Source: an optimization exercise on an open RTL-to-GDS flow (aim: small area, a short achievable clock period and few clock cycles). Production flows keep margins and buffers that such runs may drop. Only simulation tests tie the RTL to the original design; equivalence was not proved. Power is estimated from default activity; no workload was simulated.

Design nearest_neighbor_zoom_nx, start of the top module:
module nearest_neighbor_zoom_nx #(
  parameter int PIXEL_W    = nnz_pkg::PIXEL_W,
  parameter int MAX_SCALE  = nnz_pkg::MAX_SCALE,
  parameter int MAX_LINE_W = nnz_pkg::MAX_LINE_W,
  parameter int MAX_LINES  = nnz_pkg::MAX_LINES,
  parameter int SCALE_W    = $clog2(MAX_SCALE + 1),
  parameter int COL_W      = $clog2(MAX_LINE_W + 1),
  parameter int ROW_W      = $clog2(MAX_LINES + 1)
) (
  input  logic               clk,
  input  logic               reset_n,
  input  logic               start,
  input  logic [SCALE_W-1:0] scale,
  input  logic [COL_W-1:0]   src_width,
  input  logic [ROW_W-1:0]   src_height,
  input  logic               in_valid,
  input  logic [PIXEL_W-1:0] in_pixel,
  output logic               in_ready,
  output logic               out_valid,
  output logic [PIXEL_W-1:0] out_pixel,
  input  logic               out_ready,
  output logic               out_eol,
  output logic               busy,
  output logic               done,
  output logic               cfg_err
);
  localparam int NT   = 17;
  localparam int NM   = 19;
  localparam int PW   = 5;
  localparam int RS_W = $clog2(MAX_SCALE);
  function automatic logic [2*PW-1:0] pos_dec(input logic [2*PW-1:0] p);
    if (p[PW-1:0] == '0) begin
      pos_dec = {(p[2*PW-1:PW] == '0) ? PW'(NT - 1) : p[2*PW-1:PW] - PW'(1), PW'(NM - 1)};
    end else begin
      pos_dec = {p[2*PW-1:PW], p[PW-1:0] - PW'(1)};
    end
  endfunction
  ...
Size: ~3400 cells after synthesis, about 2700 flip-flops, ~47 I/O pins, about 60000 µm² of cells after synthesis.
==> flow/config.mk <==
export PLATFORM = sky130hd
export DESIGN_NAME = nearest_neighbor_zoom_nx
export DESIGN_NICKNAME = nearest_neighbor_zoom_nx
export VERILOG_FILES = /design/flow/design.v
export SDC_FILE = /design/flow/constraint.sdc
export NUM_CORES = 4
export LEC_CHECK = 0
export CAP_MARGIN = 20
export CORE_MARGIN = 2
export CORE_UTILIZATION = 40
export CTS_CLUSTER_DIAMETER = 65
export CTS_CLUSTER_SIZE = 33
export SETUP_SLACK_MARGIN = 2.7
export SLEW_MARGIN = 20
==> flow/constraint.sdc <==
create_clock -name core_clock -period 5.0 [get_ports {clk}]
set_input_delay 1.0000 -clock core_clock [delete_from_list [all_inputs] [get_ports {clk}]]
set_output_delay 1.0000 -clock core_clock [all_outputs]
set_load 0.01 [all_outputs]
standard.sh (not shown) runs the stock make flow with config.mk's settings and CLKGATE_MAP_FILE= SYNTH_SCRIPT=/design/flow/synth_recipe.tcl, a recipe that flattens the netlist after the stock synthesis.
==> flow/flow/run.sh <==
#!/bin/bash
# The standard layout, with two changes: clock tree synthesis inserts no dummy
# loads, and the port buffers are buf_2 cells. Everything else (synthesis,
# floorplan, power grid, placement, routing) is the standard.sh unchanged.
set -euo pipefail
export CTS_ARGS="-sink_clustering_enable -repair_clock_nets -sink_clustering_size 20 -sink_clustering_max_diameter 45 -sink_clustering_buffer sky130_fd_sc_hd__clkbuf_8 -dont_use_dummy_load -sink_clustering_levels 2"
export BUFFER_PORTS_ARGS="-buffer_cell sky130_fd_sc_hd__buf_2"
bash standard.sh > standard_flow.log 2>&1
The first run finished with timing, DRC and antenna clean.
Testbench counts at the start, summed over its fixed seeds: cycles 646,332.
Rerun with:
==> flow/flow/run.sh (replaced) <==
#!/bin/bash
# The standard layout, with two changes: clock tree synthesis inserts no dummy
# loads, and the port buffers are buf_2 cells. Everything else (synthesis,
# floorplan, power grid, placement, routing) is the standard.sh unchanged.
set -euo pipefail
export CTS_ARGS="-sink_clustering_enable -repair_clock_nets -sink_clustering_size 20 -sink_clustering_max_diameter 45 -sink_clustering_buffer sky130_fd_sc_hd__clkbuf_8 -dont_use_dummy_load"
export BUFFER_PORTS_ARGS="-buffer_cell sky130_fd_sc_hd__buf_2"
bash standard.sh > standard_flow.log 2>&1
CORE_UTILIZATION = 60   (was 40)
PLACE_DENSITY = 0.68   (was default)
What happened:
- count of clock-buffer cells in the layout fell by 1
- utilization rose by 21 points
- setup slack improves by 0.062 ns
- power hardly moves
- routed wire length rose by 1.9%
- cell area fell by about 1.4%
- cell count fell by 12%
- synthesized cell count does not change

========
nearest_neighbor_zoom_nx again, from the RTL that the note above started with.
make LEC_CHECK=0 CAP_MARGIN=20 CORE_MARGIN=2 CORE_UTILIZATION=40 CTS_CLUSTER_DIAMETER=70 CTS_CLUSTER_SIZE=36 SETUP_SLACK_MARGIN=2.7 SLEW_MARGIN=20 finish   # period 5.0 ns
run.sh (not shown) runs the stock make flow with config.mk's settings and CLKGATE_MAP_FILE= SYNTH_SCRIPT=/design/flow/synth_recipe.tcl, a recipe that flattens the netlist after the stock synthesis.
Stock flow here: none of the scripts above is used.
The starting point finished clean.
Testbench counts at the start, summed over its fixed seeds: cycles 646,332.
==> next run, changes <==
- CTS_CLUSTER_DIAMETER: 70 -> 65
- CTS_CLUSTER_SIZE: 36 -> 33
- SETUP_SLACK_MARGIN: 2.7 -> 2.85
Routed wire length grows slightly.
Via count increases slightly.
Utilization grows by 0.47 points.
==> next run, changes <==
==> flow/flow/run.sh (new file) <==
#!/bin/bash
# The standard layout, with two changes: clock tree synthesis inserts no dummy
# loads, and the port buffers are buf_2 cells. Everything else (synthesis,
# floorplan, power grid, placement, routing) is the standard.sh unchanged.
set -euo pipefail
export CTS_ARGS="-sink_clustering_enable -repair_clock_nets -sink_clustering_size 20 -sink_clustering_max_diameter 45 -sink_clustering_buffer sky130_fd_sc_hd__clkbuf_8 -dont_use_dummy_load"
export BUFFER_PORTS_ARGS="-buffer_cell sky130_fd_sc_hd__buf_2"
bash standard.sh > standard_flow.log 2>&1
==> flow/standard.sh (new file) <==
#!/bin/bash
# synth_recipe.tcl (not shown) runs the flow's synth.tcl, then flattens the netlist and writes it again
# the make line also repeats each setting of config.mk as NAME=value (left out here)
make -C /OpenROAD-flow-scripts/flow DESIGN_CONFIG=/design/flow/config.mk WORK_HOME=/design/flow/orfs CLKGATE_MAP_FILE= SYNTH_SCRIPT=/design/flow/synth_recipe.tcl "${@:-finish}"
- CORE_UTILIZATION: 40 -> 70
- PLACE_DENSITY: unset -> 0.78
- SETUP_SLACK_MARGIN: 2.85 -> 2.7
removed: flow/run.sh
What happened:
- routed wire length goes up by 17%
- worst hold slack degrades by 0.13 ns
- final cell count went down by 15%
- core utilization goes up by 31 points
- global-route usage increases by 11 points
- setup slack is better by 0.039 ns
- die area falls by 42%
- critical path depth grows by 8
- total power drops by 4.1%
==> next run, changes <==
--- a/flow/flow/run.sh
+++ b/flow/flow/run.sh
@@ -5,3 +5,3 @@
 set -euo pipefail
-export CTS_ARGS="-sink_clustering_enable -repair_clock_nets -sink_clustering_size 20 -sink_clustering_max_diameter 45 -sink_clustering_buffer sky130_fd_sc_hd__clkbuf_8 -dont_use_dummy_load"
+export CTS_ARGS="-sink_clustering_enable -repair_clock_nets -sink_clustering_size 12 -sink_clustering_max_diameter 35 -sink_clustering_buffer sky130_fd_sc_hd__clkbuf_4 -dont_use_dummy_load"
 export BUFFER_PORTS_ARGS="-buffer_cell sky130_fd_sc_hd__buf_2"
- CORE_UTILIZATION: 70 -> 40
- PLACE_DENSITY: 0.78 -> unset
After rerunning: The new run finished clean; clock power is higher by roughly a tenth; routed wire length is lower by roughly a tenth; critical path depth is lower by 8; fmax is lower by a few percent; non-clock buffer count is higher by 1; sequential share of layout area is lower by 2.3 points; combinational power is lower slightly; worst hold slack gains 0.092 ns.

afterwards: timing with drivers on the ports:
No port has a modelled driver above. Below, the same layouts with a new extraction and two added sets of constraints.
Step 1 sets driving cells, clkbuf_16 on the clock port and buf_2 on the other inputs (assumed; they add their load-dependent delay and slew).
Step 2 times the ports against the registers' clock, not the clock port: input delays grow and output delays shrink by t, the midpoint of the rising clock arrivals with the driver on.
Slacks: ideal / step 1 / step 2; pairs: ideal / step 1.
| run | t (ns) | slack for setup (ns) | hold WS [ns] | worst data-port slew with drivers (ns) |
|---|---|---|---|---|
| the first run of note 1 | 0.788 | 2.703 / 2.633 / 2.247 | 0.120 / 0.073 / 0.262 | 0.04 |
| the second run of note 1 | 0.756 | 2.765 / 2.700 / 2.553 | 0.178 / 0.135 / 0.237 | 0.05 |
| the first run of note 2 | 0.774 | 2.670 / 2.604 / 2.031 | 0.288 / 0.288 / 0.288 | 0.05 |
| the second run of note 2 | 0.788 | 2.683 / 2.618 / 2.227 | 0.293 / 0.293 / 0.293 | 0.18 |
| the third run of note 2 | 0.745 | 2.722 / 2.697 / 2.307 | 0.161 / 0.116 / 0.245 | 0.04 |
| the fourth run of note 2 | 0.873 | 2.603 / 2.533 / 2.320 | 0.253 / 0.253 / 0.253 | 0.04 |
After both steps every run listed still meets setup and hold. For the first run of note 2, which loses most, drivers alone change the setup slack by -0.066 ns; drivers and shift together by -0.639 ns.
